From an optimization exercise on the open Yosys and OpenROAD flow, aimed at small area, a short achievable clock period and few clock cycles per item; shortcuts taken in it are not production practice. Only simulation tests tie the RTL to the original design; equivalence was not proved. Power figures rest on the tool's default switching activity, not on a simulated workload.

===== flow/constraint.sdc =====
create_clock -name core_clock -period 7.0 [get_ports {clk}]
set_input_delay 1.4000 -clock core_clock [delete_from_list [all_inputs] [get_ports {clk}]]
set_output_delay 1.4000 -clock core_clock [all_outputs]
set_load 0.01 [all_outputs]

===== flow/flow/run.sh =====
#!/bin/bash
# The standard layout, with clock tree synthesis told not to add dummy loads.
# Each tool's full output stays in ORFS's own logs under orfs/logs; make's output
# goes to flow_make.log in this folder.
set -euo pipefail
export CTS_ARGS="-sink_clustering_enable -repair_clock_nets -sink_clustering_size 30 -sink_clustering_max_diameter 60 -dont_use_dummy_load"
bash standard.sh > flow_make.log 2>&1

===== flow/design.v =====
package tbeh_pkg;
	localparam int MAX_BINS_DEF   = 64;
	localparam int COUNT_BITS_DEF = 16;
	localparam int TIME_W      = 32;
	localparam int BOUND_W     = 40;
	localparam int BIN_COUNT_W = 7;
	localparam int OPCODE_W    = 2;
	localparam int BIN_IDX_W   = 6;
	localparam int COUNT_OUT_W = 24;
	localparam int CFG_IDX_W   = 2;
	localparam int CFG_DATA_W  = 32;
	localparam logic [OPCODE_W-1:0] OP_CLEAR = 2'd0;
	localparam logic [OPCODE_W-1:0] OP_ADD   = 2'd1;
	localparam logic [OPCODE_W-1:0] OP_READ  = 2'd2;
	localparam logic [OPCODE_W-1:0] OP_SPARE = 2'd3;
	localparam logic [CFG_IDX_W-1:0] CFG_START  = 2'd0;
	localparam logic [CFG_IDX_W-1:0] CFG_WIDTH  = 2'd1;
	localparam logic [CFG_IDX_W-1:0] CFG_COUNT  = 2'd2;
	localparam logic [CFG_IDX_W-1:0] CFG_FILTER = 2'd3;
	localparam logic [TIME_W-1:0]      RST_START = 32'd0;
	localparam logic [TIME_W-1:0]      RST_WIDTH = 32'd1;
	localparam logic [BIN_COUNT_W-1:0] RST_COUNT = 7'd50;
	typedef struct packed {
		logic clear;
		logic step;
	} cur_cmd_t;
	typedef struct packed {
		logic advance;
		logic in_range;
	} cur_stat_t;
endpackage
module tbeh_ram #(
	parameter int WIDTH = 32,
	parameter int DEPTH = 64,
	parameter int SW    = 8,
	parameter int SR    = 8,
	parameter int NQ    = 3
) (
	input  logic                     clk,
	input  logic                     arst_n,
	input  logic [NQ-1:0]            wv,        
	input  logic [NQ-1:0]            wload,     
	input  logic [5:0]               wbin_in,
	input  logic [NQ*WIDTH-1:0]      wdata,     
	output logic [NQ-1:0]            wdone,     
	output logic [NQ-1:0]            wtap_d,    
	input  logic                     rstart,    
	input  logic                     rnext,     
	output logic                     rhit,      
	output logic [WIDTH-1:0]         rdata
);
	localparam int KW = DEPTH / SW;
	localparam int KR = DEPTH / SR;
	localparam int LW = $clog2(SW);
	localparam int LR = $clog2(SR);
	logic [5:0]             ph_q;
	logic [DEPTH*WIDTH-1:0] ring_q;
	logic [DEPTH*WIDTH-1:0] ring_d;
	logic [5:0]             x_q [NQ];
	logic [5:0]             rx_q;
	logic [NQ-1:0]          at;
	logic [WIDTH-1:0]       wbus;
	logic [KW-1:0]          wtap;
	always_ff @(posedge clk or negedge arst_n) begin
		if (!arst_n) begin
			ph_q <= '0;
		end else begin
			ph_q <= ph_q + 6'd1;
		end
	end
	logic [5:0] x_d [NQ];
	always_comb begin
		for (int q = 0; q < NQ; q++) begin
			x_d[q]    = wload[q] ? (ph_q + 6'd1 - wbin_in) : (x_q[q] + 6'd1);
			wtap_d[q] = x_d[q][LW-1:0] == '0;
		end
	end
	always_ff @(posedge clk) begin
		for (int q = 0; q < NQ; q++) begin
			x_q[q] <= x_d[q];
		end
		if (rstart) begin
			rx_q <= ph_q;
		end else if (!rnext) begin
			rx_q <= rx_q + 6'd1;
		end
	end
	always_comb begin
		wbus = '0;
		wtap = '0;
		for (int q = 0; q < NQ; q++) begin
			at[q] = wv[q] && (x_q[q][LW-1:0] == '0);
			if (at[q]) begin
				wbus = wbus | wdata[q*WIDTH +: WIDTH];
			end
			for (int k = 0; k < KW; k++) begin
				if (at[q] && x_q[q][5:LW] == k) begin
					wtap[k] = 1'b1;
				end
			end
		end
	end
	assign wdone = at;
	always_comb begin
		ring_d = {ring_q[(DEPTH-1)*WIDTH-1:0], ring_q[DEPTH*WIDTH-1:(DEPTH-1)*WIDTH]};
		for (int k = 0; k < KW; k++) begin
			if (wtap[k]) begin
				ring_d[k*SW*WIDTH +: WIDTH] = wbus;
			end
		end
	end
	always_ff @(posedge clk) begin
		ring_q <= ring_d;
	end
	assign rhit = rx_q[LR-1:0] == '0;
	always_comb begin
		rdata = ring_q[WIDTH-1:0];
		for (int k = 1; k < KR; k++) begin
			if (rx_q[5:LR] == k) begin
				rdata = ring_q[k*SR*WIDTH +: WIDTH];
			end
		end
	end
endmodule
module tbeh_gt #(
	parameter int W = 32
) (
	input  logic [W-1:0] a,
	input  logic [W-1:0] b,
	output logic         gt,
	output logic         eq
);
	localparam int L = $clog2(W);
	logic [W-1:0] g [L+1];
	logic [W-1:0] e [L+1];
	always_comb begin
		g[0] = a & ~b;
		e[0] = ~(a ^ b);
		for (int l = 1; l <= L; l++) begin
			g[l] = '0;
			e[l] = '0;
			for (int i = 0; i < (W >> l); i++) begin
				g[l][i] = g[l-1][2*i+1] | (e[l-1][2*i+1] & g[l-1][2*i]);
				e[l][i] = e[l-1][2*i+1] & e[l-1][2*i];
			end
		end
		gt = g[L][0];
		eq = e[L][0];
	end
endmodule
module tbeh_add #(
	parameter int W = 32
) (
	input  logic [W-1:0] a,
	input  logic [W-1:0] b,
	output logic [W:0]   s
);
	localparam int L = $clog2(W);
	logic [W-1:0] g [L+1];
	logic [W-1:0] p [L+1];
	always_comb begin
		g[0] = a & b;
		p[0] = a ^ b;
		for (int l = 1; l <= L; l++) begin
			g[l] = g[l-1];
			p[l] = p[l-1];
			for (int i = 0; i < W; i++) begin
				if ((i >> (l - 1)) % 2 == 1) begin
					g[l][i] = g[l-1][i] | (p[l-1][i] & g[l-1][((i >> (l - 1)) << (l - 1)) - 1]);
					p[l][i] = p[l-1][i] & p[l-1][((i >> (l - 1)) << (l - 1)) - 1];
				end
			end
		end
		s[0] = p[0][0];
		for (int i = 1; i < W; i++) begin
			s[i] = p[0][i] ^ g[L][i-1];
		end
		s[W] = g[L][W-1];
	end
endmodule
module tbeh_cursor (
	input  logic        clk,
	input  logic        arst_n,
	input  logic        wr_width,    
	input  logic        clr0,        
	input  logic        shift,       
	input  logic        step,        
	input  logic [31:0] start_time,
	input  logic [31:0] bin_width,
	input  logic [31:0] cmp_time,    
	input  logic [6:0]  bins_used,
	output logic [8:0]  cmp,
	output logic        bounds_busy, 
	output logic        fix_busy,    
	output logic        in_range,    
	output logic        in_range2,   
	output logic        in_range_d,  
	output logic        in_range2_d,
	output logic [6:0]  cursor
);
	logic [6:0]  c_q;
	logic        ir_q, ir2_q;    
	logic [32:0] b_q, b2_q, b3_q;
	logic [32:0] add_s;
	logic [1:0]  fix_q;          
	logic [2:0]  gh, eh, gl;
	logic        half;
	tbeh_add #(.W(32)) u_add (
		.a (b3_q[31:0]),
		.b (bin_width),
		.s (add_s)
	);
	logic [32:0] bnd [3];
	assign bnd[0] = b_q;
	assign bnd[1] = b2_q;
	assign bnd[2] = b3_q;
	for (genvar j = 0; j < 3; j++) begin : g_cmp
		logic ghi, ehi, glo, elo;
		tbeh_gt #(.W(16)) u_hi (.a (cmp_time[31:16]), .b (bnd[j][31:16]), .gt (ghi), .eq (ehi));
		tbeh_gt #(.W(16)) u_lo (.a (cmp_time[15:0]),  .b (bnd[j][15:0]),  .gt (glo), .eq (elo));
		assign cmp[3*j +: 3] = {ghi && !bnd[j][32], ehi && !bnd[j][32], glo};
	end
	assign bounds_busy = wr_width || (fix_q != 2'd0);
	assign fix_busy    = fix_q != 2'd0;
	assign in_range    = ir_q;
	assign in_range2   = ir2_q;
	assign cursor      = c_q;
	assign half = (fix_q == 2'd1) || (fix_q == 2'd2);
	always_ff @(posedge clk or negedge arst_n) begin
		if (!arst_n) begin
			c_q   <= '0;
			b_q   <= 33'd1;
			fix_q <= 2'd3;
		end else begin
			if (wr_width || fix_q == 2'd3) begin
				fix_q <= 2'd1;
			end else if (fix_q == 2'd1) begin
				fix_q <= 2'd2;
			end else begin
				fix_q <= 2'd0;
			end
			if (clr0) begin
				c_q <= '0;
			end else if (step) begin
				c_q <= c_q + 7'd1;
			end
			if (shift) begin
				b_q <= b2_q;
			end
		end
	end
	always_comb begin
		if (clr0) begin
			in_range_d  = 1'b1;
			in_range2_d = bins_used > 7'd1;
		end else if (step) begin
			in_range_d  = ir2_q;
			in_range2_d = (c_q + 7'd2) < bins_used;
		end else begin
			in_range_d  = c_q < bins_used;
			in_range2_d = (c_q + 7'd1) < bins_used;
		end
	end
	always_ff @(posedge clk) begin
		ir_q  <= in_range_d;
		ir2_q <= in_range2_d;
		if (shift || half) begin
			b2_q <= b3_q;
		end
		if (clr0) begin
			b3_q <= {1'b0, start_time};
		end else if (wr_width || fix_q == 2'd3) begin
			b3_q <= b_q;
		end else if (shift || half) begin
			b3_q <= {add_s[32] | b3_q[32], add_s[31:0]};
		end
	end
endmodule
module time_binned_event_histogram #(
	parameter int MAX_BINS   = tbeh_pkg::MAX_BINS_DEF,
	parameter int COUNT_BITS = tbeh_pkg::COUNT_BITS_DEF
) (
	input  logic                                clk,
	input  logic                                arst_n,
	input  logic                                cfg_we,
	input  logic [tbeh_pkg::CFG_IDX_W-1:0]      cfg_index,
	input  logic [tbeh_pkg::CFG_DATA_W-1:0]     cfg_data,
	input  logic                                in_valid,
	output logic                                in_stall,
	input  logic [tbeh_pkg::OPCODE_W-1:0]       opcode,
	input  logic [tbeh_pkg::TIME_W-1:0]         event_time,
	input  logic                                passes_filter,
	output logic                                out_valid,
	input  logic                                out_stall,
	output logic [tbeh_pkg::BIN_IDX_W-1:0]      bin_index,
	output logic [tbeh_pkg::COUNT_OUT_W-1:0]    local_count,
	output logic [tbeh_pkg::COUNT_OUT_W-1:0]    global_count,
	output logic [tbeh_pkg::COUNT_OUT_W-1:0]    local_peak,
	output logic [tbeh_pkg::COUNT_OUT_W-1:0]    global_peak,
	output logic                                last_bin
);
	localparam int CB = 16;
	localparam logic [CB-1:0] CNT_MAX = '1;
	logic [31:0] start_q;
	logic [31:0] width_q;
	logic [6:0]  n_q;         
	logic        filter_q;
	logic [6:0]  n_wr;
	always_comb begin
		if (cfg_data[6:0] == 7'd0) begin
			n_wr = 7'd1;
		end else if (cfg_data[6:0] > 7'd64) begin
			n_wr = 7'd64;
		end else begin
			n_wr = cfg_data[6:0];
		end
	end
	always_ff @(posedge clk or negedge arst_n) begin
		if (!arst_n) begin
			start_q  <= 32'd0;
			width_q  <= 32'd1;
			n_q      <= 7'd50;
			filter_q <= 1'b0;
		end else begin
			if (cfg_we) begin
				case (cfg_index)
					tbeh_pkg::CFG_START:  start_q  <= cfg_data;
					tbeh_pkg::CFG_WIDTH:  width_q  <= cfg_data;
					tbeh_pkg::CFG_COUNT:  n_q      <= n_wr;
					default:              filter_q <= cfg_data[0];
				endcase
			end
		end
	end
	logic        m_v;
	logic [3:0]  m_opv;       
	logic [3:0]  m_opv_d;
	logic [3:0]  in_opv;
	logic [31:0] m_t;
	logic        m_p;
	logic [8:0]  m_cmp;              
	logic        m_c1, m_c2, m_c3;
	logic        m_k;                
	logic        m_cv;               
	logic [8:0]  cmp;
	logic [8:0]  m_cmp_d;
	logic        m_k_d, m_cv_d;
	logic        in_stall_q;         
	logic        bounds_busy;
	logic        fix_busy;
	logic        recmp;              
	logic        shift;
	logic [31:0] cmp_time;
	logic        m_done;
	logic        m_free;
	assign in_stall = in_stall_q;
	assign m_free   = !m_v || m_done;
	assign m_v = |m_opv;
	always_comb begin
		in_opv = '0;
		if (in_valid) begin
			in_opv[opcode] = 1'b1;
		end
	end
	assign m_opv_d = !in_stall_q ? in_opv : (m_done ? 4'd0 : m_opv);
	always_ff @(posedge clk or negedge arst_n) begin
		if (!arst_n) begin
			m_opv      <= '0;
			in_stall_q <= 1'b0;
		end else begin
			m_opv      <= m_opv_d;
			in_stall_q <= in_stall_d;
		end
	end
	assign cmp_time = recmp ? m_t : event_time;
	always_comb begin
		m_c1 = m_cmp[2] || (m_cmp[1] && m_cmp[0]);
		m_c2 = m_cmp[5] || (m_cmp[4] && m_cmp[3]);
		m_c3 = m_cmp[8] || (m_cmp[7] && m_cmp[6]);
	end
	assign m_cmp_d = (!in_stall_q || recmp) ? cmp : m_cmp;
	always_ff @(posedge clk) begin
		m_cmp <= m_cmp_d;
		if (!in_stall_q) begin
			m_t <= event_time;
			m_p <= passes_filter;
		end
	end
	logic        is_add, is_clr, is_rd, is_nop;
	logic [1:0]  clrph_q;     
	logic        clr1, clr2;
	logic        add_go;      
	logic        gt1, gt2, in_range, in_range2;
	logic        in_range_d, in_range2_d;
	logic        rd_active_d;
	logic [1:0]  clrph_d;
	logic        in_stall_d;
	logic [6:0]  cursor;
	logic        want_step, step, add_done, land, take;
	logic        wq_full;
	logic        rd_active_q;
	logic        rd_all_q;
	logic        out_free;
	logic        rd_start;
	logic        rd_chain;      
	logic        chain_q;       
	logic        pk_load;
	assign is_add = m_opv[tbeh_pkg::OP_ADD];
	assign is_clr = m_opv[tbeh_pkg::OP_CLEAR];
	assign is_rd  = m_opv[tbeh_pkg::OP_READ];
	assign is_nop = m_opv[tbeh_pkg::OP_SPARE];
	assign clr1 = is_clr && (clrph_q == 2'd0) && !rd_active_q && !fix_busy;
	assign clr2 = is_clr && (clrph_q != 2'd0);
	tbeh_cursor u_cursor (
		.clk         (clk),
		.arst_n      (arst_n),
		.wr_width    (cfg_we && (cfg_index == tbeh_pkg::CFG_WIDTH)),
		.clr0        (clr1),
		.shift       (shift),
		.step        (step),
		.start_time  (start_q),
		.bin_width   (width_q),
		.cmp_time    (cmp_time),
		.bins_used   (n_q),
		.cmp         (cmp),
		.bounds_busy (bounds_busy),
		.fix_busy    (fix_busy),
		.in_range    (in_range),
		.in_range2   (in_range2),
		.in_range_d  (in_range_d),
		.in_range2_d (in_range2_d),
		.cursor      (cursor)
	);
	assign recmp     = is_add && !m_cv;
	assign add_go    = is_add && m_cv;
	assign gt1       = m_k ? m_c2 : m_c1;
	assign gt2       = m_k ? m_c3 : m_c2;
	assign want_step = add_go && in_range && gt1;
	assign step      = want_step && !wq_full;
	assign shift     = step || clr2;
	assign add_done  = add_go && (!want_step || (step && !(gt2 && in_range2)));
	assign land      = add_done && (want_step ? in_range2 : in_range);
	assign take      = !filter_q || m_p;
	assign rd_start  = is_rd && !chain_q && (!rd_active_q || (rd_all_q && out_free));
	assign m_done    = is_nop || rd_start || (chain_q && out_free) ||
		(clr2 && clrph_q == 2'd3) || add_done;
	assign clrph_d = (clr1 || clr2) ? clrph_q + 2'd1 : clrph_q;
	always_ff @(posedge clk or negedge arst_n) begin
		if (!arst_n) begin
			clrph_q <= 2'd0;
		end else begin
			clrph_q <= clrph_d;
		end
	end
	always_comb begin
		m_k_d  = m_k;
		m_cv_d = m_cv;
		if (!in_stall_q || recmp) begin
			m_k_d  = shift;
			m_cv_d = !bounds_busy;
		end else if (step) begin
			m_k_d  = 1'b1;
			m_cv_d = !m_k;
		end
	end
	always_ff @(posedge clk) begin
		m_k  <= m_k_d;
		m_cv <= m_cv_d;
	end
	logic [CB-1:0] acc_l, acc_g, lpk, gpk;
	logic [CB-1:0] l_inc, g_inc;
	assign g_inc = acc_g + CB'(1);
	assign l_inc = acc_l + CB'(1);
	always_ff @(posedge clk or negedge arst_n) begin
		if (!arst_n) begin
			acc_l <= '0;
			acc_g <= '0;
			lpk   <= '0;
			gpk   <= '0;
		end else if (clr1) begin
			acc_l <= '0;
			acc_g <= '0;
			lpk   <= '0;
			gpk   <= '0;
		end else if (step) begin
			acc_g <= {{(CB-1){1'b0}}, land};
			acc_l <= {{(CB-1){1'b0}}, land && take};
			if (land && gpk == '0) begin
				gpk <= CB'(1);
			end
			if (land && take && lpk == '0) begin
				lpk <= CB'(1);
			end
		end else if (land) begin
			if (acc_g != CNT_MAX) begin
				acc_g <= g_inc;
				if (acc_g == gpk) begin
					gpk <= g_inc;
				end
			end
			if (take && acc_l != CNT_MAX) begin
				acc_l <= l_inc;
				if (acc_l == lpk) begin
					lpk <= l_inc;
				end
			end
		end
	end
	localparam int NQ = 3;
	logic [NQ-1:0]      wq_v;
	logic [NQ*2*CB-1:0] wq_data;
	logic [NQ-1:0]      wq_done;
	logic [NQ-1:0]      wq_free;
	logic [NQ-1:0]      wq_push;
	logic [NQ-1:0]      wq_v_d;
	logic [NQ-1:0]      wq_at_d;    
	assign wq_free = ~wq_v | wq_done;
	assign wq_full = wq_free == '0;
	always_comb begin
		wq_push = '0;
		for (int q = NQ - 1; q >= 0; q--) begin
			if (wq_free[q]) begin
				wq_push = '0;
				wq_push[q] = step;
			end
		end
	end
	assign wq_v_d = clr1 ? '0 : (wq_push | (wq_v & ~wq_done));
	always_ff @(posedge clk or negedge arst_n) begin
		if (!arst_n) begin
			wq_v <= '0;
		end else begin
			wq_v <= wq_v_d;
		end
	end
	always_ff @(posedge clk) begin
		for (int q = 0; q < NQ; q++) begin
			if (wq_free[q]) begin
				wq_data[q*2*CB +: 2*CB]  <= {acc_l, acc_g};
			end
		end
	end
	always_comb begin
		logic c1n, c2n, c3n, g1n, g2n, fulln, wantn, stepn, addn, donen;
		c1n   = m_cmp_d[2] || (m_cmp_d[1] && m_cmp_d[0]);
		c2n   = m_cmp_d[5] || (m_cmp_d[4] && m_cmp_d[3]);
		c3n   = m_cmp_d[8] || (m_cmp_d[7] && m_cmp_d[6]);
		g1n   = m_k_d ? c2n : c1n;
		g2n   = m_k_d ? c3n : c2n;
		fulln = (~wq_v_d | wq_at_d) == '0;
		wantn = m_cv_d && in_range_d && g1n;
		stepn = wantn && !fulln;
		addn  = m_cv_d && (!wantn || (stepn && !(g2n && in_range2_d)));
		donen = m_opv_d[tbeh_pkg::OP_SPARE] ||
			(m_opv_d[tbeh_pkg::OP_READ] && !rd_active_d) ||
			(m_opv_d[tbeh_pkg::OP_CLEAR] && clrph_d == 2'd3) ||
			(m_opv_d[tbeh_pkg::OP_ADD] && addn);
		in_stall_d = (m_opv_d != '0) && !donen;
	end
	logic [5:0]    rd_i_q;
	logic [6:0]    cs_q;
	logic [2*CB-1:0] accs_q;
	logic          rhit;
	logic [2*CB-1:0] rdata;
	logic          rd_load;
	logic          rd_last;
	logic [2*CB-1:0] rd_word;
	tbeh_ram #(
		.WIDTH (2 * CB),
		.DEPTH (64),
		.SW    (8),
		.SR    (8),
		.NQ    (NQ)
	) u_ram (
		.clk    (clk),
		.arst_n (arst_n),
		.wv      (wq_v),
		.wload   (wq_free),
		.wbin_in (cursor[5:0]),
		.wdata   (wq_data),
		.wdone   (wq_done),
		.wtap_d  (wq_at_d),
		.rstart  (rd_start || rd_chain),
		.rnext   (rd_load),
		.rhit    (rhit),
		.rdata  (rdata)
	);
	logic        out_valid_q;
	logic [5:0]  oidx_q;
	logic [CB-1:0] olcnt_q, ogcnt_q, olpk_q, ogpk_q;
	logic        olast_q;
	assign out_free = !out_valid_q || !out_stall;
	assign rd_load  = rd_active_q && !rd_all_q && rhit && out_free;
	assign rd_last  = {1'b0, rd_i_q} == (n_q - 7'd1);
	assign rd_word  = ({1'b0, rd_i_q} < cs_q) ? rdata :
		(({1'b0, rd_i_q} == cs_q) ? accs_q : '0);
	assign rd_chain    = is_rd && !chain_q && rd_load && rd_last;
	assign pk_load     = rd_start || (chain_q && out_free);
	assign rd_active_d = rd_start ? 1'b1 : ((rd_all_q && out_free) ? 1'b0 : rd_active_q);
	always_ff @(posedge clk or negedge arst_n) begin
		if (!arst_n) begin
			rd_active_q <= 1'b0;
			rd_all_q    <= 1'b0;
			chain_q     <= 1'b0;
			out_valid_q <= 1'b0;
		end else begin
			rd_active_q <= rd_active_d;
			if (rd_start) begin
				rd_all_q <= 1'b0;
			end else if (rd_load && rd_last && !rd_chain) begin
				rd_all_q <= 1'b1;
			end
			if (rd_chain) begin
				chain_q <= 1'b1;
			end else if (out_free) begin
				chain_q <= 1'b0;
			end
			if (rd_load) begin
				out_valid_q <= 1'b1;
			end else if (!out_stall) begin
				out_valid_q <= 1'b0;
			end
		end
	end
	always_ff @(posedge clk) begin
		if (rd_start || rd_chain) begin
			rd_i_q <= '0;
			cs_q   <= cursor;
			accs_q <= {acc_l, acc_g};
		end else if (rd_load) begin
			rd_i_q <= rd_i_q + 6'd1;
		end
		if (pk_load) begin
			olpk_q <= lpk;
			ogpk_q <= filter_q ? gpk : lpk;
		end
		if (rd_load) begin
			oidx_q  <= rd_i_q;
			olcnt_q <= rd_word[2*CB-1:CB];
			ogcnt_q <= rd_word[CB-1:0];
			olast_q <= rd_last;
		end
	end
	assign out_valid    = out_valid_q;
	assign bin_index    = oidx_q;
	assign local_count  = {8'd0, olcnt_q};
	assign global_count = {8'd0, ogcnt_q};
	assign local_peak   = {8'd0, olpk_q};
	assign global_peak  = {8'd0, ogpk_q};
	assign last_bin     = olast_q;
endmodule

===== flow/config.mk =====
export PLATFORM = sky130hd
export DESIGN_NAME = time_binned_event_histogram
export DESIGN_NICKNAME = time_binned_event_histogram
export VERILOG_FILES = /design/flow/design.v
export SDC_FILE = /design/flow/constraint.sdc
export NUM_CORES = 4
export LEC_CHECK = 0
export ABC_AREA = 1
export CAP_MARGIN = 20
export CORE_MARGIN = 2
export CORE_UTILIZATION = 50
export CTS_CLUSTER_DIAMETER = 60
export CTS_CLUSTER_SIZE = 30
export SETUP_SLACK_MARGIN = 4.2
export SLEW_MARGIN = 20

===== flow/standard.sh =====
#!/bin/bash
# synth_recipe.tcl (not shown) runs the flow's synth.tcl, then flattens the netlist and writes it again
# the make line also repeats each setting of config.mk as NAME=value (left out here)
make -C /OpenROAD-flow-scripts/flow DESIGN_CONFIG=/design/flow/config.mk WORK_HOME=/design/flow/orfs CLKGATE_MAP_FILE= SYNTH_SCRIPT=/design/flow/synth_recipe.tcl "${@:-finish}"

==> out/results.ini, run 1 <==
[run_status]
outcome = finished clean

[global_route]
antenna_found_initial = 8
grt_first_pass_wirelength_um = 237200
grt_pass1_vias = 38000
grt.total_usage = 0.2103
gr-total-overflow = 0
grt_max_degree = 106

[yosys]
synth_flop_cell = dfxtp_1
ys_seq_area_frac = 0.7594
synth-seq-cells = 2594
synth_edf_count = 310
async_flop_share = 0.07633
netlist_area_um2 = 73780
syn_inst = 5698
synth_cell_types = 68
post_synth.cell_area_avg_um2 = 12.95
yosys_warnings = 13

[worst_setup_path]
worstSetupPathType = reg -> reg
cp-endpoint = u_cursor.b3_q[16]
cp-end-kind = flop
worst_ep_required_time_ns = 7.48
path_common_cell = inv_2
worst-r2r-setup-slack_ns = 4.05
cp.arrival_ns = 3.43
r2r_cells = 18
max_stage_delay_ns = 0.55
r2r_end = u_cursor.b3_q[16]
r2r_start = width_q[0]
path_cells = ha_4 -> inv_2 -> fa_2 -> inv_2 -> nand3_2 -> nand2_2 -> nand2_2 -> nand2_2 -> nand3_2 -> nand2_4 -> a21oi_4 -> inv_2 -> a21o_4 -> inv_2 -> fa_2 -> nand2_1 -> o21ai_1 -> o21ai_1
slowest_stage = dfstp_2
startpoint = width_q[0]
crit_fanout = 3
startpoint_type = flop

[place]
placed_area_um2 = 77450
io_buffers = 146
post-place-ws_ns = 2.240
hpwl_um = 95800
globalplace.congestion = 0.8444

[cts]
hold_buffers = 0
cts.sinks = 2594
htreeDepth = 4
cts_tree = done
cts_root_buffer = clkbuf_16
path_clk_slew_ns = 0.10
cts_buffers = 143
cts_buffer_depth = 3
insertion_delay_ns = 0.79

[route]
routed_via_density = 5.008
vias = 39590
wl_per_cell_um = 20.34
drc = 0
routed_wl_um = 160800
drt_first_pass_iters = 5
postRouteAntennaNets = 0
drtIter0Drc = 2797

[floorplanning]
die_w_um = 388.1
ios = 179
die_area_um2 = 150600
fp-row-count = 140
start_util = 0.5050
die_height_um = 388.1
core-area_um2 = 146100

[finish]
fillers = 12020
final_cell_mix = dfxtp_1 (2,082), nand2_1 (814), inv_1 (345)
multiInputGateArea_um2 = 16890
design_area_um2 = 82870
layout-drive-gt1-share = 0.1451
syn_to_final_growth_pct = 12.32
seqCellArea_um2 = 56060
nNetsFinal = 6237
final_common_cell = dfxtp_1

[power_and_ir_drop]
power_density_nw_per_um2 = 365.6
ir_drop_uv = 290.7
p_leak_nw = 35.13
total_power_mw = 30.29

[sta]
min_period_over_period = 0.4216
worst_slack_ns = 4.049
tns_ns = 0
finalSetupViolations = 0
rsz0062_at_grt = true
final.setup_skew_ns = 0.06447
worstMarginPinSlew_ns = 1.018
finalHoldViolCount = 0
slew_violations = 0
fmax_mhz = 338.8
finalCriticalPeriod_ns = 2.951
slew_headroom = 0.3214

[min_path]
min_path_cells = 0
hp-class = reg -> reg

[flow_run]
drv_cap = 0

-- synthesized netlist by cell type, types with 34 or more instances --
| cell | instances | area share |
|---|---|---|
| inv_1 | 359 | 0.018 |
| mux2_2 | 251 | 0.038 |
| buf_2 | 34 | 0.0023 |
| nand4_1 | 58 | 0.0049 |
| ha_1 | 174 | 0.030 |
| o21ai_0 | 342 | 0.023 |
| a21oi_1 | 175 | 0.012 |
| nand2_1 | 883 | 0.045 |
| xor2_1 | 43 | 0.0051 |
| edfxtp_1 | 310 | 0.13 |
| nand3_1 | 156 | 0.011 |
| clkbuf_1 | 101 | 0.0051 |
| dfrtp_1 | 191 | 0.065 |
| nor2_1 | 181 | 0.0092 |
| dfxtp_1 | 2086 | 0.57 |
-- repair_timing --
action,in CTS,in global routing
gates resized for setup,494,101
hold endpoints to repair,0,0
gates cloned,12,5
setup buffers,59,28
setup endpoints to repair,548,387
pin swaps,56,52
-- metrics by stage --
stage	hold slack [ns]	instances	utilization
after detailed placement	0.3121	7651	0.5302
after CTS	0.2737	7865	0.5623
after global routing	0.2682	7899	0.5672
after floorplan	0.3096	5729	-
final	0.2657	7904	0.5673
after global placement	0.3095	7651	0.5301
-- cell families after synthesis --
| family | Yosys count | share of synthesized area |
|---|---|---|
| DFF | 2594 | 0.7594 |
| and+or+nand+nor | 1362 | 0.07791 |
| AOI/OAI and AO/OA | 655 | 0.04923 |
| buffers and inverters | 550 | 0.03061 |
| muxes | 292 | 0.04402 |
| adders and majority gates | 180 | 0.03114 |
| xor gates and xnor gates | 64 | 0.007597 |
| other | 1 | 0.00005083 |
-- area by class of cell --
cell class | instances | area share
Inverter | 372 | 0.01729
Sequential cell | 2594 | 0.6765
Timing Repair Buffer | 276 | 0.03018
Antenna cell | 6 | 0.0001812
Tap cell | 1917 | 0.02894
Multi-Input combinational cell | 2596 | 0.2038
Clock buffer | 143 | 0.04318
-- routing by layer --
metal  global-route usage  share of wire  vias to the layer above
met1               0.3104           0.48                    19200
li1                     -              -                    19180
met2               0.3151           0.43                      953
met3              0.03765          0.057                      253
met4              0.06565          0.029                        0
met5                    0              0                        -
-- critical path: cells and delay by family, from the launching register on --
family	cells	cell delay, ns
flops	1	0.55
compound gates	4	0.42
simple gates	7	0.52
buf+inv	4	0.23
fa+ha+maj	3	0.97
-- sequential cells by signal (all words and copies together), names as in the netlist, 9 cells and up --
register and count:
acc_l 16, start_q 32, acc_g 16, accs_q 32
ogpk_q 16, wq_data 96, olcnt_q 16, ogcnt_q 16
u_ram.ring_q 2048, u_cursor.b2_q 33, m_t 32, gpk 16
olpk_q 16, u_cursor.b_q 33, width_q 32, lpk 16
u_ram.x_q 18, m_cmp 9, u_cursor.b3_q 33
-- power breakdown --
| part | internal, mW | leakage [nW] | switching (mW) |
|---|---|---|---|
| logic | 1.90 | 10.8 | 3.65 |
| clock network | 3.64 | 1.76 | 4.38 |
| registers | 16.1 | 22.5 | 0.625 |
| total | 21.6 | 35.1 | 8.66 |
-- how the worst min path moves through the flow --
stage,from,endpoint,slack [ns]
floorplan,u_ram.ring_q[968],u_ram.ring_q[1000],0.31
global placement,u_ram.ring_q[1099],u_ram.ring_q[1131],0.31
detailed placement,u_ram.ring_q[1233],u_ram.ring_q[1265],0.31
CTS,u_ram.ring_q[583],u_ram.ring_q[615],0.27
global route,u_ram.ring_q[420],u_ram.ring_q[452],0.27
finish,u_ram.ring_q[420],u_ram.ring_q[452],0.27
Testbench counts, summed over its fixed seeds: cycles 15,502, items 10,368.
==> inputs of run 2 (changes only) <==
--- a/flow/config.mk
+++ b/flow/config.mk
@@ -9,5 +9,5 @@
 export CAP_MARGIN = 20
 export CORE_MARGIN = 2
-export CORE_UTILIZATION = 50
+export CORE_UTILIZATION = 55
 export CTS_CLUSTER_DIAMETER = 60
 export CTS_CLUSTER_SIZE = 30
==> out/results.ini, run 2 <==
[worst_setup_path]
max_stage_delay_ns = 0.65  ; was 0.55 ns
slowest_stage = edfxtp_1  ; was dfstp_2
cp.arrival_ns = 1.67  ; was 3.43 ns
worst_ep_required_time_ns = 5.60  ; was 7.48 ns
critical_path.top_delay_family = flip-flops  ; was adder cells
crit_fanout = 1  ; was 3
path_cells = buf_2  ; was ha_4 -> inv_2 -> fa_2 -> inv_2 -> nand3_2 -> nand2_2 -> nand2_2 -> nand2_2 -> nand3_2 -> nand2_4 -> a21oi_4 -> inv_2 -> a21o_4 -> inv_2 -> fa_2 -> nand2_1 -> o21ai_1 -> o21ai_1
cp-end-kind = output port  ; was flop
worstSetupPathType = reg -> out  ; was reg -> reg
startpoint_type = flop  ; unchanged
cp_num_buf_inv = 1  ; was 4

[power_and_ir_drop]
pwr-share-clk = 0.262  ; was 0.265
power_density_nw_per_um2 = 366.1  ; was 365.6 nW/µm²
p_sw_mw = 8.687  ; was 8.660 mW
sw_frac_of_total = 0.2863  ; was 0.2858
p_leak_nw = 35.15  ; was 35.13 nW
seqPwrFrac = 0.553  ; was 0.552
p_comb_frac = 0.185  ; was 0.183
ir_drop_uv = 230.7  ; was 290.7 µV
intPower_mw = 21.65  ; was 21.64 mW

[place]
globalplace.congestion = 0.8834  ; was 0.8444
io_buffers = 146  ; unchanged
dp.cells = 7504  ; was 7,651
placed_area_um2 = 77260  ; was 77,450 µm²
hpwl_um = 97390  ; was 95,800 µm

[floorplanning]
die_area_um2 = 137100  ; was 150,600 µm²
ios = 179  ; unchanged
fp-row-count = 134  ; was 140
core-area_um2 = 133300  ; was 146,100 µm²
die_height_um = 370.3  ; was 388.1 µm
start_util = 0.5535  ; was 0.5050
die_w_um = 370.3  ; was 388.1 µm

[yosys]
synth.top_cells.by_area = dfxtp_1 (57%), edfxtp_1 (13%), dfrtp_1 (6.5%)  ; unchanged
post_synth.cell_area_avg_um2 = 12.95  ; unchanged
muxShareOfSynthArea = 0.04402  ; unchanged
yosys-top-cells-count = dfxtp_1 (2,086), nand2_1 (883), inv_1 (359)  ; unchanged
syn_inst = 5698  ; unchanged
synth_edf_count = 310  ; unchanged
synth_top_family_by_area = simple AND/OR/NAND/NOR gates  ; unchanged
synth_flop_cell = dfxtp_1  ; unchanged
synth_cell_types = 68  ; unchanged
synthXorXnorAreaFrac = 0.007597  ; unchanged
async_flop_share = 0.07633  ; unchanged
netlist_area_um2 = 73780  ; unchanged
ys_seq_area_frac = 0.7594  ; unchanged
yosys_warnings = 13  ; unchanged
yosysTopAreaCellShare = 0.5660  ; unchanged
yosys.cell_count.top_type = dfxtp_1  ; unchanged
synth_compound_area_frac = 0.04923  ; unchanged
synth-simple-area-share = 0.07791  ; unchanged
synth_top_area_cell = dfxtp_1  ; unchanged
synthAdderAreaFrac = 0.03114  ; unchanged
synth-seq-cells = 2594  ; unchanged

[sta]
worstMarginPinSlew_ns = 0.8499  ; was 1.018 ns
min_period_over_period = 0.4389  ; was 0.4216
final.setup_skew_ns = 0.07270  ; was 0.06447 ns
finalSetupViolations = 0  ; unchanged
slew_headroom = 0.4334  ; was 0.3214
finalCriticalPeriod_ns = 3.073  ; was 2.951 ns
tns_ns = 0  ; unchanged
fmax_mhz = 325.5  ; was 338.8 MHz
slew_violations = 0  ; unchanged
rsz0062_at_grt = true  ; unchanged
finalHoldViolCount = 0  ; unchanged

[finish]
utilization = 0.6218  ; was 0.5673
seqCellArea_um2 = 56050  ; was 56,060 µm²
nNetsFinal = 6251  ; was 6,237
final_common_cell = dfxtp_1  ; unchanged
design_area_um2 = 82880  ; was 82,870 µm²
largest_register_ffs = 2048  ; unchanged
reg.largest.list = u_ram.ring_q (2048), wq_data (96)  ; unchanged
multiInputGateArea_um2 = 17040  ; was 16,890 µm²
fillers = 10490  ; was 12,020
final_cell_mix = dfxtp_1 (2,084), nand2_1 (793), inv_1 (343)  ; was dfxtp_1 (2,082), nand2_1 (814), inv_1 (345)
regMostFlops = u_ram.ring_q  ; unchanged
finalNonFillerCells = 7764  ; was 7,904
layout-drive-gt1-share = 0.1490  ; was 0.1451
syn_to_final_growth_pct = 12.33  ; was 12.32%

[route]
vias = 39590  ; about the same
postRouteAntennaNets = 0  ; unchanged
drtIter0Drc = 3030  ; was 2,797
routed_via_density = 5.100  ; was 5.008
routed_wl_um = 159900  ; was 160,800 µm
wl_per_cell_um = 20.59  ; was 20.34 µm
drc = 0  ; unchanged
drt_first_pass_iters = 5  ; unchanged

[global_route]
grt_pass1_vias = 38100  ; was 38,000
grt_max_degree = 81  ; was 106
gr-total-overflow = 0  ; unchanged
antenna_found_initial = 3  ; was 8
grt.total_usage = 0.2331  ; was 0.2103
grt_first_pass_wirelength_um = 238300  ; was 237,200 µm

[min_path]
hp-class = reg -> reg  ; unchanged

[cts]
cts.sinks = 2594  ; unchanged
insertion_delay_ns = 0.78  ; was 0.79 ns
cts_tree = done  ; unchanged
hold_buffers = 0  ; unchanged
htreeDepth = 4  ; unchanged
cts_buffer_depth = 3  ; unchanged
cts_buffers = 142  ; was 143
path_clk_slew_ns = 0.10  ; about the same
cts_root_buffer = clkbuf_16  ; unchanged

[run_status]
outcome = finished clean  ; unchanged

[flow_run]
drv_cap = 0  ; unchanged

## run 2: cell counts after synthesis
No cell type changed its count.
## run 2: final timing paths
path                                         from                 to  cells after the start  slack, ns
min in group asynchronous                  arst_n        start_q[23]                      1       0.67
max in group asynchronous                  arst_n           acc_g[2]                      2       4.89
worst min-delay path            u_ram.ring_q[291]  u_ram.ring_q[323]                      0       0.28
worst max register to register         width_q[0]  u_cursor.b3_q[16]                     18       4.12
worst min register to register  u_ram.ring_q[291]  u_ram.ring_q[323]                      0       0.28
worst max-delay path                  olcnt_q[10]    local_count[10]                      1       3.93
## run 2: metrics by stage
| step | worst slack [ns] | hold slack (ns) | power, mW |
|---|---|---|---|
| 6_report | 3.927 | 0.2804 | 30.34 |
| 5_1_grt | 3.884 | 0.2803 | 31.74 |
| 4_1_cts | 3.874 | 0.2772 | 30.21 |
| 3_5_place_dp | 2.250 | 0.3121 | 21.99 |
| 3_3_place_gp | 2.342 | 0.3096 | 21.88 |
| 2_1_floorplan | 4.017 | 0.3096 | 19.96 |
## run 2: kinds of logic after synthesis
| group | after synthesis |
|---|---|
| XOR/XNOR | 64 |
| AND/OR/NAND/NOR | 1362 |
| other | 1 |
| flip-flops | 2594 |
| AO/OA/AOI/OAI | 655 |
| adder cells (fa/ha/maj) | 180 |
| buffers and inverters | 550 |
| multiplexers | 292 |
## run 2: final cells by class
cell class,instances,share of cell area
sequential,2594,0.6763
multi-input combinational,2599,0.2056
clock buffer,142,0.04288
timing repair buffer,287,0.03074
tap,1768,0.02669
inverter,372,0.01763
timing repair inverter,1,0.00009058
antenna,1,0.00003019
## run 2: timing repair
| item | 4_1_cts | 5_1_grt |
|---|---|---|
| buffers inserted | 60 | 37 |
| gates resized for setup | 522 | 107 |
| pin swaps | 72 | 47 |
| cloned | 12 | 8 |
| setup endpoints to repair | 606 | 387 |
## run 2: power groups by stage
stage | logic [mW] | registers [mW] | clock network, mW
finish | 5.61 | 16.8 | 7.96
global route | 6.21 | 16.8 | 8.69
CTS | 5.28 | 16.8 | 8.17
detailed placement | 4.87 | 17.1 | 0
global placement | 4.78 | 17.1 | 0
floorplan | 3.17 | 16.8 | 0
## run 2: routing by layer
metal  vias to the layer above  track usage  wire (µm)
met2                       942       0.3419      68490
met3                       209      0.03031       7964
met5                         -            0          0
met4                         0      0.06903       3891
met1                     19240       0.3603      79510
li1                      19200            -          -
==> inputs of run 3 (changes only) <==
--- a/flow/config.mk
+++ b/flow/config.mk
@@ -9,5 +9,5 @@
 export CAP_MARGIN = 20
 export CORE_MARGIN = 2
-export CORE_UTILIZATION = 55
+export CORE_UTILIZATION = 45
 export CTS_CLUSTER_DIAMETER = 60
 export CTS_CLUSTER_SIZE = 30
==> out/results.ini, run 3 <==
[yosys]
synth_flop_cell = dfxtp_1  ; unchanged
syn_inst = 5698  ; unchanged
synth_edf_count = 310  ; unchanged
yosysTopAreaCellShare = 0.5660  ; unchanged
yosys-top-cells-count = dfxtp_1 (2,086), nand2_1 (883), inv_1 (359)  ; unchanged
ys_seq_area_frac = 0.7594  ; unchanged
synth-seq-cells = 2594  ; unchanged
synth.top_cells.by_area = dfxtp_1 (57%), edfxtp_1 (13%), dfrtp_1 (6.5%)  ; unchanged
post_synth.cell_area_avg_um2 = 12.95  ; unchanged
async_flop_share = 0.07633  ; unchanged
netlist_area_um2 = 73780  ; unchanged
yosys.cell_count.top_type = dfxtp_1  ; unchanged
synth_cell_types = 68  ; unchanged
yosys_warnings = 13  ; unchanged
synth_top_area_cell = dfxtp_1  ; unchanged

[worst_setup_path]
cp.arrival_ns = 1.53  ; was 1.67 ns
cp-end-kind = output port  ; unchanged
crit_fanout = 1  ; unchanged
worst_ep_required_time_ns = 5.60  ; about the same
startpoint = olcnt_q[10]  ; unchanged
slowest_stage = edfxtp_1  ; unchanged
path_cells = buf_6  ; was buf_2
worstSetupPathType = reg -> out  ; unchanged
cp_num_buf_inv = 1  ; unchanged
r2r_start = u_cursor.b3_q[11]  ; was width_q[0]
startpoint_type = flop  ; unchanged
critical_path.top_delay_family = flip-flops  ; unchanged
max_stage_delay_ns = 0.56  ; was 0.65 ns

[sta]
tns_ns = 0  ; unchanged
min_period_over_period = 0.4180  ; was 0.4389
slew_headroom = 0.3689  ; was 0.4334
final.setup_skew_ns = 0.08994  ; was 0.07270 ns
finalHoldViolCount = 0  ; unchanged
worstMarginPinSlew_ns = 0.9467  ; was 0.8499 ns
rsz0062_at_grt = true  ; unchanged
fmax_mhz = 341.8  ; was 325.5 MHz
finalCriticalPeriod_ns = 2.926  ; was 3.073 ns
finalSetupViolations = 0  ; unchanged
slew_violations = 0  ; unchanged

[place]
globalplace.congestion = 0.8557  ; was 0.8834
hpwl_um = 95510  ; was 97,390 µm
io_buffers = 146  ; unchanged

[floorplanning]
fp-row-count = 148  ; was 134
start_util = 0.4533  ; was 0.5535
core-area_um2 = 162800  ; was 133,300 µm²
die_area_um2 = 167200  ; was 137,100 µm²
die_w_um = 408.9  ; was 370.3 µm
ios = 179  ; unchanged
die_height_um = 408.9  ; was 370.3 µm

[cts]
cts_buffers = 142  ; unchanged
cts.sinks = 2594  ; unchanged
htreeDepth = 4  ; unchanged
cts_root_buffer = clkbuf_16  ; unchanged
cts_tree = done  ; unchanged
insertion_delay_ns = 0.82  ; was 0.78 ns
cts_buffer_depth = 3  ; unchanged
hold_buffers = 0  ; unchanged
path_clk_slew_ns = 0.10  ; about the same

[finish]
nNetsFinal = 6236  ; was 6,251
largest_register_ffs = 2048  ; unchanged
utilization = 0.5111  ; was 0.6218
final_common_cell = dfxtp_1  ; unchanged
fillers = 13900  ; was 10,490
seqCellArea_um2 = 56050  ; unchanged
final_cell_mix = dfxtp_1 (2,084), nand2_1 (815), inv_1 (346)  ; was dfxtp_1 (2,084), nand2_1 (793), inv_1 (343)
multiInputGateArea_um2 = 16880  ; was 17,040 µm²
syn_to_final_growth_pct = 12.75  ; was 12.33%
reg.largest.list = u_ram.ring_q (2048), wq_data (96)  ; unchanged
layout-drive-gt1-share = 0.1433  ; was 0.1490
regMostFlops = u_ram.ring_q  ; unchanged

[global_route]
gr-total-overflow = 0  ; unchanged
grt.total_usage = 0.1889  ; was 0.2331
grt_first_pass_wirelength_um = 238800  ; was 238,300 µm
antenna_found_initial = 2  ; was 3
grt_max_degree = 73  ; was 81
grt_pass1_vias = 38220  ; was 38,100

[run_status]
outcome = finished clean  ; unchanged

[route]
drtIter0Drc = 2914  ; was 3,030
routed_via_density = 4.848  ; was 5.100
routed_wl_um = 161100  ; was 159,900 µm
wl_per_cell_um = 19.75  ; was 20.59 µm
vias = 39550  ; was 39,590
postRouteAntennaNets = 0  ; unchanged
drc = 0  ; unchanged
drt_first_pass_iters = 5  ; unchanged

[min_path]
hold_path.startpoint = u_ram.ring_q[720]  ; was u_ram.ring_q[291]
hp-class = reg -> reg  ; unchanged

[power_and_ir_drop]
p_leak_nw = 35.05  ; was 35.15 nW
power_density_nw_per_um2 = 364.8  ; was 366.1 nW/µm²
ir_drop_uv = 232.5  ; was 230.7 µV
total_power_mw = 30.34  ; about the same

[flow_run]
drv_cap = 0  ; unchanged

==> run 3: metrics by stage <==
stage / worst slack (ns) / std cells / instance area [µm²] / hold WS [ns]
finish: 4.074 / 8157 / 83180 / 0.2762
global placement: 2.148 / 7915 / 77790 / 0.3097
global route: 3.995 / 8156 / 83180 / 0.2856
CTS: 4.035 / 8124 / 82430 / 0.2794
detailed placement: 2.023 / 7915 / 77790 / 0.3121
floorplan: 4.017 / 5729 / 74050 / 0.3096
==> run 3: what timing repair did <==
| item | 4_1_cts | 5_1_grt |
|---|---|---|
| gates resized for setup | 492 | 101 |
| endpoints found under the hold margin | 0 | 0 |
| buffers inserted | 54 | 23 |
| endpoints found under the setup margin | 581 | 328 |
| gates cloned | 13 | 8 |
| pin swaps | 60 | 29 |
==> run 3: kinds of logic (layout without fill, tap and decap cells) <==
kind of cell	after synthesis	count (layout)	synth area share
AOI/OAI and AO/OA	655	655	0.04923
xor gates and xnor gates	64	64	0.007597
adders and majority gates	180	180	0.03114
buffers and inverters	550	788	0.03061
DFF	2594	2594	0.7594
muxes	292	292	0.04402
other	1	34	0.00005083
and+or+nand+nor	1362	1375	0.07791
==> run 3: worst paths after layout <==
kind	slack [ns]	cells after the start	end
min	0.28	0	u_ram.ring_q[752]
min reg2reg	0.28	0	u_ram.ring_q[752]
min in group asynchronous	0.50	1	acc_l[13]
max	4.07	1	local_count[10]
max in group asynchronous	5.03	2	acc_g[4]
max reg2reg	4.15	14	u_cursor.b3_q[13]
==> run 3: cell type report <==
type                       instances  area share
multi-input combinational       2598      0.2029
tap                             2175     0.03271
antenna                            2  0.00006016
inverter                         372     0.01748
sequential                      2594      0.6738
timing repair buffer             274     0.03032
clock buffer                     142     0.04272
==> run 3: routing by layer <==
| layer | up-vias | GRT usage | share of wire | wire (µm) |
|---|---|---|---|---|
| li1 | 19180 | - | - | - |
| met1 | 19310 | 0.2730 | 0.48 | 77640 |
| met2 | 843 | 0.2931 | 0.45 | 71900 |
| met3 | 212 | 0.03075 | 0.046 | 7456 |
| met4 | 0 | 0.05389 | 0.026 | 4121 |
| met5 | - | 0 | 0 | 0 |
==> run 3: report_power, final <==
part / switching (mW) / internal [mW] / leakage [nW]
Combinational: 3.73 / 1.96 / 10.8
Sequential: 0.580 / 16.1 / 22.5
Clock: 4.37 / 3.61 / 1.75
==> inputs of run 4 (changes only) <==
--- a/flow/config.mk
+++ b/flow/config.mk
@@ -9,7 +9,7 @@
 export CAP_MARGIN = 20
 export CORE_MARGIN = 2
-export CORE_UTILIZATION = 45
+export CORE_UTILIZATION = 50
 export CTS_CLUSTER_DIAMETER = 60
 export CTS_CLUSTER_SIZE = 30
-export SETUP_SLACK_MARGIN = 4.2
+export SETUP_SLACK_MARGIN = 4.3
 export SLEW_MARGIN = 20
==> out/results.ini, run 4 <==
[yosys]
synth-simple-area-share = 0.07791  ; unchanged
netlist_area_um2 = 73780  ; unchanged
synthXorXnorAreaFrac = 0.007597  ; unchanged
syn_inst = 5698  ; unchanged
synth.top_cells.by_area = dfxtp_1 (57%), edfxtp_1 (13%), dfrtp_1 (6.5%)  ; unchanged
yosys-top-cells-count = dfxtp_1 (2,086), nand2_1 (883), inv_1 (359)  ; unchanged
synth_top_area_cell = dfxtp_1  ; unchanged
synth_cell_types = 68  ; unchanged
yosys.cell_count.top_type = dfxtp_1  ; unchanged
synth_edf_count = 310  ; unchanged
muxShareOfSynthArea = 0.04402  ; unchanged
synth_compound_area_frac = 0.04923  ; unchanged
yosysTopAreaCellShare = 0.5660  ; unchanged
synth_top_family_by_area = simple AND/OR/NAND/NOR gates  ; unchanged
synthAdderAreaFrac = 0.03114  ; unchanged
async_flop_share = 0.07633  ; unchanged
synth-seq-cells = 2594  ; unchanged
ys_seq_area_frac = 0.7594  ; unchanged
post_synth.cell_area_avg_um2 = 12.95  ; unchanged
yosys_warnings = 13  ; unchanged
synth_flop_cell = dfxtp_1  ; unchanged

[route]
routed_via_density = 4.993  ; was 4.848
drtIter0Drc = 2944  ; was 2,914
drt_first_pass_iters = 6  ; was 5
wl_per_cell_um = 20.16  ; was 19.75 µm
drc = 0  ; unchanged
postRouteAntennaNets = 0  ; unchanged
routed_wl_um = 159000  ; was 161,100 µm
vias = 39380  ; was 39,550

[power_and_ir_drop]
power_density_nw_per_um2 = 363.3  ; was 364.8 nW/µm²
p_leak_nw = 34.98  ; was 35.05 nW
ir_drop_uv = 263.0  ; was 232.5 µV

[sta]
finalCriticalPeriod_ns = 2.877  ; was 2.926 ns
min_period_over_period = 0.4110  ; was 0.4180
finalHoldViolCount = 0  ; unchanged
slew_violations = 0  ; unchanged
tns_ns = 0  ; unchanged
worst_slack_ns = 4.123  ; was 4.074 ns
worstMarginPinSlew_ns = 0.9089  ; was 0.9467 ns
slew_headroom = 0.3940  ; was 0.3689
finalSetupViolations = 0  ; unchanged
final.setup_skew_ns = 0.09215  ; was 0.08994 ns
fmax_mhz = 347.6  ; was 341.8 MHz
rsz0062_at_grt = true  ; unchanged

[worst_setup_path]
critical_path.top_delay_family = simple AND/OR/NAND/NOR gates  ; was flip-flops
cp.arrival_ns = 3.53  ; was 1.53 ns
cp_num_buf_inv = 1  ; unchanged
cp-end-kind = flop  ; was output port
worstSetupPathType = in -> reg  ; was reg -> out
crit_fanout = 33  ; was 1
worst_ep_required_time_ns = 7.65  ; was 5.60 ns
startpoint_type = input pin  ; was flop
path_cells = clkdlybuf4s15_2 -> nand2_8 -> nand2_1 -> nand2_1 -> nand2_8 -> nand2_8 -> a211oi_2 -> nand2_1 -> o31ai_1 -> nor2_1 -> nand2_1 -> nand3_1 -> a21oi_1  ; was buf_6
path_common_cell = nand2_1
max_stage_delay_ns = 0.34  ; was 0.56 ns
slowest_stage = clkdlybuf4s15_2  ; was edfxtp_1

[flow_run]
drv_cap = 0  ; unchanged

[finish]
regMostFlops = u_ram.ring_q  ; unchanged
layout-drive-gt1-share = 0.1399  ; was 0.1433
syn_to_final_growth_pct = 12.02  ; was 12.75%
nNetsFinal = 6225  ; was 6,236
largest_register_ffs = 2048  ; unchanged
final_common_cell = dfxtp_1  ; unchanged
final_cell_mix = dfxtp_1 (2,083), nand2_1 (821), inv_1 (345)  ; was dfxtp_1 (2,084), nand2_1 (815), inv_1 (346)
reg.largest.list = u_ram.ring_q (2048), wq_data (96)  ; unchanged

[cts]
htreeDepth = 4  ; unchanged
cts_root_buffer = clkbuf_16  ; unchanged
insertion_delay_ns = 0.81  ; was 0.82 ns
cts_tree = done  ; unchanged
cts_buffer_depth = 3  ; unchanged
path_clk_slew_ns = 0.10  ; about the same
cts_buffers = 138  ; was 142
hold_buffers = 0  ; unchanged
cts.sinks = 2594  ; unchanged

[global_route]
grt_pass1_vias = 38010  ; was 38,220
grt_first_pass_wirelength_um = 236900  ; was 238,800 µm
antenna_found_initial = 4  ; was 2
grt.total_usage = 0.2093  ; was 0.1889
gr-total-overflow = 0  ; unchanged
grt_max_degree = 105  ; was 73

[run_status]
outcome = finished clean  ; unchanged

[place]
post-place-ws_ns = 2.668  ; was 2.023 ns
io_buffers = 146  ; unchanged
globalplace.congestion = 0.8687  ; was 0.8557
hpwl_um = 95800  ; was 95,510 µm

[floorplanning]
core-area_um2 = 146100  ; was 162,800 µm²
start_util = 0.5050  ; was 0.4533
die_height_um = 388.1  ; was 408.9 µm
fp-row-count = 140  ; was 148
die_w_um = 388.1  ; was 408.9 µm
ios = 179  ; unchanged
die_area_um2 = 150600  ; was 167,200 µm²

[min_path]
hp-class = reg -> reg  ; unchanged

run 4: what timing repair did:
action                     in CTS  in global routing
cloned                         14                  3
setup buffers                  41                 30
resized for setup             527                 75
pin swaps                      52                 19
setup endpoints to repair     630                419
run 4: kinds of logic (layout without fill, tap and decap cells):
logic type      count (synthesis)  after routing
simple gates                 1362           1373
mux                           292            292
flops                        2594           2594
xor+xnor                       64             64
other cells                     1             34
buf+inv                       550            779
compound gates                655            655
fa+ha+maj                     180            180
run 4: where the power goes:
| group | leakage (nW) | total [mW] | switching, mW | internal, mW |
|---|---|---|---|---|
| clock | 1.70 | 7.85 | 4.33 | 3.51 |
| combinational | 10.7 | 5.47 | 3.61 | 1.87 |
| sequential | 22.5 | 16.7 | 0.614 | 16.1 |
run 4: worst paths after layout:
| path | startpoint | endpoint | slack (ns) | cells past startpoint |
|---|---|---|---|---|
| max reg2reg | width_q[0] | u_cursor.b3_q[16] | 4.14 | 18 |
| min reg2reg | u_ram.ring_q[1673] | u_ram.ring_q[1705] | 0.27 | 0 |
| max in group asynchronous | arst_n | u_cursor.c_q[2] | 4.82 | 2 |
| min in group asynchronous | arst_n | start_q[20] | 0.76 | 1 |
| max | out_stall | in_stall_q | 4.12 | 13 |
| min | u_ram.ring_q[1673] | u_ram.ring_q[1705] | 0.27 | 0 |
run 4: final cells by class:
| type | count | area, µm² |
|---|---|---|
| fill | 12120 | 63440 |
| sequential | 2594 | 56060 |
| multi-input combinational | 2596 | 16720 |
| clock buffer | 138 | 3453 |
| timing repair buffer | 269 | 2556 |
| tap | 1917 | 2399 |
| inverter | 372 | 1448 |
| antenna | 2 | 5.005 |
run 4: metrics by stage:
stage,cells,hold WS (ns),utilization,cell area (µm²),power (mW)
after global routing,7886,0.2800,0.5657,82640,31.44
after CTS,7853,0.2685,0.5617,82060,30.06
after floorplan,5729,0.3096,-,74060,19.96
after global placement,7660,0.3095,0.5305,77490,21.84
final,7888,0.2659,0.5657,82650,30.03
after detailed placement,7660,0.3121,0.5305,77490,21.95
run 4: routing by layer:
layer  up-vias  share of wire  GRT usage
li1      19160              -          -
met1     19130           0.49     0.3126
met2       864           0.43     0.3156
met3       232          0.047    0.03117
met4         0          0.026    0.06233
met5         -              0          0
==> inputs of run 5 (changes only) <==
==> flow/flow/run.sh (replaced) <==
#!/bin/bash
# The standard layout, with clock tree synthesis told not to add dummy loads.
# Each tool's full output stays in ORFS's own logs under orfs/logs; make's output
# goes to flow_make.log in this folder.
set -euo pipefail
export CTS_ARGS="-sink_clustering_enable -repair_clock_nets -sink_clustering_size 18 -sink_clustering_max_diameter 45 -sink_clustering_buffer sky130_fd_sc_hd__clkbuf_8 -dont_use_dummy_load"
bash standard.sh > flow_make.log 2>&1
--- a/flow/config.mk
+++ b/flow/config.mk
@@ -9,7 +9,7 @@
 export CAP_MARGIN = 20
 export CORE_MARGIN = 2
-export CORE_UTILIZATION = 50
+export CORE_UTILIZATION = 45
 export CTS_CLUSTER_DIAMETER = 60
 export CTS_CLUSTER_SIZE = 30
-export SETUP_SLACK_MARGIN = 4.3
+export SETUP_SLACK_MARGIN = 4.2
 export SLEW_MARGIN = 20
==> out/results.ini, run 5 <==
[run_status]
outcome = finished clean  ; unchanged

[finish]
regMostFlops = u_ram.ring_q  ; unchanged
finalNonFillerCells = 8229  ; was 7,888
nNetsFinal = 6310  ; was 6,225
final_common_cell = dfxtp_1  ; unchanged
reg.largest.list = u_ram.ring_q (2048), wq_data (96)  ; unchanged
largest_register_ffs = 2048  ; unchanged
final_cell_mix = dfxtp_1 (2,084), nand2_1 (814), inv_1 (348)  ; was dfxtp_1 (2,083), nand2_1 (821), inv_1 (345)
diodes = 0  ; was 2
layout-drive-gt1-share = 0.1576  ; was 0.1399
syn_to_final_growth_pct = 12.46  ; was 12.02%

[place]
dp.cells = 7915  ; was 7,660
globalplace.congestion = 0.8557  ; was 0.8687
hpwl_um = 95510  ; was 95,800 µm
io_buffers = 146  ; unchanged

[yosys]
synth_cell_types = 68  ; unchanged
yosys-top-cells-count = dfxtp_1 (2,086), nand2_1 (883), inv_1 (359)  ; unchanged
synth.top_cells.by_area = dfxtp_1 (57%), edfxtp_1 (13%), dfrtp_1 (6.5%)  ; unchanged
syn_inst = 5698  ; unchanged
yosys_warnings = 13  ; unchanged
synth_flop_cell = dfxtp_1  ; unchanged
yosysTopAreaCellShare = 0.5660  ; unchanged
synth_edf_count = 310  ; unchanged
synth-seq-cells = 2594  ; unchanged
post_synth.cell_area_avg_um2 = 12.95  ; unchanged
netlist_area_um2 = 73780  ; unchanged
synth_top_area_cell = dfxtp_1  ; unchanged
async_flop_share = 0.07633  ; unchanged
ys_seq_area_frac = 0.7594  ; unchanged
yosys.cell_count.top_type = dfxtp_1  ; unchanged

[cts]
insertion_delay_ns = 0.82  ; was 0.81 ns
cts.sinks = 2594  ; unchanged
cts_buffers = 209  ; was 138
htreeDepth = 4  ; unchanged
cts_buffer_depth = 3  ; unchanged
cts_tree = done  ; unchanged
hold_buffers = 0  ; unchanged
path_clk_slew_ns = 0.10  ; about the same
cts_root_buffer = clkbuf_16  ; unchanged

[worst_setup_path]
startpoint_type = flop  ; was input pin
slowest_stage = edfxtp_1  ; was clkdlybuf4s15_2
critical_path.top_delay_family = flip-flops  ; was simple AND/OR/NAND/NOR gates
r2r_end = u_cursor.b3_q[13]  ; was u_cursor.b3_q[16]
max_stage_delay_ns = 0.56  ; was 0.34 ns
crit_fanout = 1  ; was 33
r2r_cells = 14  ; was 18
path_cells = buf_6  ; was clkdlybuf4s15_2 -> nand2_8 -> nand2_1 -> nand2_1 -> nand2_8 -> nand2_8 -> a211oi_2 -> nand2_1 -> o31ai_1 -> nor2_1 -> nand2_1 -> nand3_1 -> a21oi_1
worst-r2r-setup-slack_ns = 4.09  ; was 4.14 ns
cp.arrival_ns = 1.55  ; was 3.53 ns
worstSetupPathType = reg -> out  ; was in -> reg
cp_num_buf_inv = 1  ; unchanged
worst_ep_required_time_ns = 5.60  ; was 7.65 ns
cp-end-kind = output port  ; was flop
r2r_start = u_cursor.b3_q[11]  ; was width_q[0]

[floorplanning]
die_w_um = 408.9  ; was 388.1 µm
die_height_um = 408.9  ; was 388.1 µm
start_util = 0.4533  ; was 0.5050
fp-row-count = 148  ; was 140
die_area_um2 = 167200  ; was 150,600 µm²
ios = 179  ; unchanged
core-area_um2 = 162800  ; was 146,100 µm²

[sta]
rsz0062_at_grt = true  ; unchanged
finalHoldViolCount = 0  ; unchanged
finalCriticalPeriod_ns = 2.955  ; was 2.877 ns
slew_headroom = 0.2904  ; was 0.3940
final.setup_skew_ns = 0.09231  ; was 0.09215 ns
finalSetupViolations = 0  ; unchanged
min_period_over_period = 0.4221  ; was 0.4110
whs_ns = 0.2539  ; was 0.2659 ns
tns_ns = 0  ; unchanged
fmax_mhz = 338.4  ; was 347.6 MHz
worstMarginPinSlew_ns = 1.064  ; was 0.9089 ns
slew_violations = 0  ; unchanged

[route]
vias = 39980  ; was 39,380
drt_first_pass_iters = 6  ; unchanged
routed_wl_um = 163100  ; was 159,000 µm
drc = 0  ; unchanged
routed_via_density = 4.858  ; was 4.993
postRouteAntennaNets = 0  ; unchanged
drtIter0Drc = 2522  ; was 2,944
wl_per_cell_um = 19.82  ; was 20.16 µm

[power_and_ir_drop]
ir_drop_uv = 294.2  ; was 263.0 µV
p_leak_nw = 35.04  ; was 34.98 nW
power_density_nw_per_um2 = 357.8  ; was 363.3 nW/µm²
total_power_mw = 29.69  ; was 30.03 mW

[global_route]
antenna_found_initial = 1  ; was 4
grt_pass1_vias = 38700  ; was 38,010
grt_first_pass_wirelength_um = 240600  ; was 236,900 µm
grt_max_degree = 73  ; was 105
gr-total-overflow = 0  ; unchanged
grt.total_usage = 0.1903  ; was 0.2093

[flow_run]
drv_cap = 0  ; unchanged

[min_path]
hold_end = u_ram.ring_q[1189]  ; was u_ram.ring_q[1705]
hold_path.startpoint = u_ram.ring_q[1157]  ; was u_ram.ring_q[1673]
min_path_cells = 0  ; unchanged
hp-class = reg -> reg  ; unchanged

==> run 5: cell counts after synthesis <==
No cell type changed its count.
==> run 5: cell families (layout without fill, tap and decap cells) <==
logic type / count (synthesis) / count (layout) / synth area share
AND/OR/NAND/NOR: 1362 / 1378 / 0.07791
multiplexers: 292 / 292 / 0.04402
adder cells (fa/ha/maj): 180 / 180 / 0.03114
AO/OA/AOI/OAI: 655 / 655 / 0.04923
flip-flops: 2594 / 2594 / 0.7594
other: 1 / 32 / 0.00005083
buffers and inverters: 550 / 859 / 0.03061
XOR/XNOR: 64 / 64 / 0.007597
==> run 5: layer usage <==
metal / up-vias / track usage / part of all wire
met1: 19470 / 0.2736 / 0.48
met4: 0 / 0.05866 / 0.026
met3: 255 / 0.03283 / 0.049
met2: 948 / 0.2936 / 0.44
li1: 19310 / - / -
met5: - / 0 / 0
==> run 5: worst max-delay path by stage <==
stage	start	to	slack (ns)	depth (start not counted)
finish	olcnt_q[10]	local_count[10]	4.05	1
global route	width_q[0]	u_cursor.b3_q[16]	3.96	18
CTS	olcnt_q[10]	local_count[10]	4.00	1
detailed placement	cfg_we	u_cursor.b3_q[5]	2.02	9
global placement	cfg_we	u_cursor.b3_q[1]	2.15	9
floorplan	out_stall	u_ram.rx_q[1]	4.02	8
==> run 5: layout make-up <==
cell class / count / area (µm²)
clock buffer: 209 / 3068
timing repair buffer: 278 / 2566
multi-input combinational: 2601 / 17120
inverter: 372 / 1453
sequential: 2594 / 56050
fill: 13990 / 79800
tap: 2175 / 2721
==> run 5: repair_timing <==
item                       in CTS  in global routing
resized for setup             485                145
setup buffers                  50                 30
setup endpoints to repair     576                356
cloned                         12                 13
pin swaps                      56                 53
==> run 5: power by group <==
group          leakage (nW)  switching (mW)  internal, mW
registers              22.5           0.583          16.1
clock network          1.59            4.35          2.89
logic                  10.9            3.81          1.97
total                  35.0            8.74          20.9
==> run 5: stage by stage <==
step,util,cell area [µm²],worst slack (ns)
2_1_floorplan,-,74050,4.017
3_3_place_gp,0.4779,77790,2.148
3_5_place_dp,0.4779,77790,2.023
4_1_cts,0.5032,81910,4.001
5_1_grt,0.5098,82970,3.959
6_report,0.5098,82970,4.045

## separate check: timing with driven ports
The results above use ideal ports. As a check the final layouts listed here were re-extracted and re-timed, cells and wires unchanged.
Step 1, drivers: a clkbuf_16 drives clk and a buf_2 each remaining input, both assumed.
Step 2 also shifts input and output timing later by t, the mid clock arrival at the registers, as if the neighbouring blocks saw the same clock.
a / b / c = no drivers / after step 1 / after step 2; a / b = the first two.
run | shift t [ns] | slack for setup (ns) | hold slack, ns
run 1 | 0.835 | 4.049 / 3.999 / 3.326 | 0.266 / 0.266 / 0.266
run 2 | 0.829 | 3.927 / 3.849 / 3.326 | 0.280 / 0.280 / 0.280
run 3 | 0.848 | 4.074 / 3.988 / 3.341 | 0.276 / 0.276 / 0.276
run 4 | 0.845 | 4.123 / 4.077 / 3.338 | 0.266 / 0.266 / 0.266
run 5 | 0.848 | 4.045 / 3.956 / 3.293 | 0.254 / 0.254 / 0.254
After both steps setup and hold are still met in every run listed. For run 4, which loses most, drivers alone change the setup slack by -0.046 ns; drivers and shift together by -0.785 ns.
